Background: an optimization exercise with open tools, aiming at small area. Do not read the settings as production practice. Where RTL was checked, it was by simulation tests only, not by an equivalence proof against the original. Power is estimated from default activity; no workload was simulated.

trial 2:
## rtype_mc_datapath
module rtype_mc_datapath #(
    parameter int DATA_W = 32,
    parameter int NREGS  = 32
) (
    input  logic              clk,
    input  logic              reset,
    input  logic              instr_valid,
    output logic              instr_ready,
    input  logic [31:0]       instr,
    output logic [DATA_W-1:0] out,
    output logic [5:0]        op,
    output logic              zero,
    output logic              done,
    output logic              illegal,
    output logic              ovf,
    input  logic [4:0]        dbg_addr,
    output logic [DATA_W-1:0] dbg_data
);
For scale: about 2,000 cells after synthesis, about 120 I/O pins, about 0.029 mm2 of cells after synthesis.
==> module rf_slot, before the edit <==
module rf_slot (
    input  logic [4:0] r,
    input  logic [4:0] g,
    output logic [4:0] slot,
    output logic       ge
);
    logic [5:0] dif;
    assign dif  = {1'b0, r} - {1'b0, g};
    assign ge   = ~dif[5];
    assign slot = dif[5] ? dif[4:0] - 5'd1 : dif[4:0];
endmodule
Settings: LEC_CHECK=0, CAP_MARGIN=5, CELL_PAD_IN_SITES_DETAIL_PLACEMENT=1, CELL_PAD_IN_SITES_GLOBAL_PLACEMENT=2, CORE_MARGIN=2, CORE_UTILIZATION=50, GPL_TIMING_DRIVEN=0, PLACE_DENSITY=0.6, SLEW_MARGIN=5, SYNTH_HIERARCHICAL=1, SYNTH_MINIMUM_KEEP_SIZE=0; clock period 8.0 ns.
standard.sh (not shown) runs the stock make flow with config.mk's settings and CLKGATE_MAP_FILE= SYNTH_SCRIPT=/design/flow/synth_recipe.tcl, a recipe that flattens the netlist after the stock synthesis.
==> flow/flow/run.sh <==
#!/bin/bash
# Standard ORFS layout with these changes: ports are buffered with buf_1 (the smallest
# buffer) instead of ORFS's default pick; synthesis buffers are removed at floorplan;
# before repair_design, drivers of nets with 10
# or more loads get drive strength 4 (flow/presize.tcl); CTS uses clkbuf_8 with sink
# clusters of up to 16 flip-flops within 50 um, and no dummy loads.
set -euo pipefail
here=$(pwd)
bash standard.sh synth > synth.log 2>&1
bash standard.sh finish \
  "BUFFER_PORTS_ARGS=-buffer_cell sky130_fd_sc_hd__buf_1" \
  "PRE_RESIZE_TCL=$here/flow/presize.tcl" \
  "REMOVE_ABC_BUFFERS=1" \
  "CTS_ARGS=-sink_clustering_enable -repair_clock_nets -dont_use_dummy_load -buf_list sky130_fd_sc_hd__clkbuf_8 -sink_clustering_size 16 -sink_clustering_max_diameter 50" \
  > layout.log 2>&1
==> flow/flow/presize.tcl <==
# Before repair_design: give each combinational driver of a net with 10 or more loads the
# _4 drive strength of its own cell, so the net needs no slew buffers.
set n_up 0
foreach inst [get_cells *] {
  set master [get_property $inst ref_name]
  if {![regexp {^(sky130_fd_sc_hd__[a-z0-9]+)_([0-9]+)$} $master -> base size]} { continue }
  if {[string match "*df*" $base] || [string match "*buf*" $base] || [string match "*inv*" $base]} { continue }
  if {$size >= 4} { continue }
  set fo 0
  foreach pin [get_pins -of_objects $inst -filter "direction==output"] {
    set net [get_nets -quiet -of_objects $pin]
    if {$net eq ""} { continue }
    set n [llength [get_pins -quiet -of_objects $net -filter "direction==input"]]
    if {$n > $fo} { set fo $n }
  }
  if {$fo < 10} { continue }
  set target [get_lib_cells -quiet */${base}_4]
  if {$target eq ""} { continue }
  replace_cell $inst [get_name $target]
  incr n_up
}
puts "presize: $n_up drivers set to drive strength 4"
Every stage of the flow completed for trial 2, and the final layout passed the timing, DRC and antenna checks.
What trial 3 does differently from trial 2 at the input level:
--- a/flow/design.v
+++ b/flow/design.v
@@ -89,12 +89,10 @@
     input  logic [4:0] g,
     output logic [4:0] slot,
     output logic       ge
 );
-    logic [5:0] dif;
-    assign dif  = {1'b0, r} - {1'b0, g};
-    assign ge   = ~dif[5];
-    assign slot = dif[5] ? dif[4:0] - 5'd1 : dif[4:0];
+    assign ge   = (r >= g);
+    assign slot = r + ~g + {4'd0, ge};
 endmodule
 module rtype_mc_datapath #(
     parameter int DATA_W = 32,
     parameter int NREGS  = 32
==> summary.txt <==
- In trial 3 the implementation ran to completion but is not tape-out ready, as the final checks report negative setup slack.
- Trial 3 ended up with a higher fraction of standard cell area in multi-input logic than trial 2 did.
- Against trial 2, trial 3 comes in 1.3 points lower on sequential fraction of design power.
- Sort trial 2 and trial 3 by final sum of negative setup slack, ascending, and trial 3 comes first.
- Trial 3 gives more power than trial 2 did.
- Trial 3 vs trial 2, number of ordinary inverters in the final layout went up by 2.6%.
- Setup WNS trial 2 -> trial 3: worse
- Final standard cell count with taps included and fillers excluded: trial 3 vs trial 2 up 59
- When trial 3 is set beside trial 2, its via count of the first global-routing pass turns out to be 420 larger.
For trial 3, only the layout was checked, not whether the RTL still works.

## what the ideal ports hide
How much do the figures lean on ideal ports? The routed layouts below were timed once more, with nothing changed but the port constraints. Step 1 (the two cells are an assumption about what drives the block):
set clk [get_ports {clk}]
set_driving_cell -lib_cell sky130_fd_sc_hd__clkbuf_16 $clk
set_driving_cell -lib_cell sky130_fd_sc_hd__buf_2 [delete_from_list [all_inputs] $clk]
Step 2 times the ports against the registers' clock, not the clock port: input delays grow and output delays shrink by t, the midpoint of the rising clock arrivals with the driver on. Three values: no drivers, after step 1, after step 2; two values: the first two.
run	shift t [ns]	setup WS [ns]	hold slack, ns	clock arrival spread, ns	worst register clock-pin slew, ns
trial 2	0.742	0.601 / 0.570 / 0.570	0.294 / 0.294 / 0.294	0.082 / 0.081	0.10 / 0.10
trial 3	0.740	-0.015 / -0.044 / -0.044	0.307 / 0.307 / 0.307	0.091 / 0.091	0.10 / 0.10
For trial 2, which loses most, drivers alone change the setup slack by -0.031 ns; drivers and shift together by -0.031 ns.
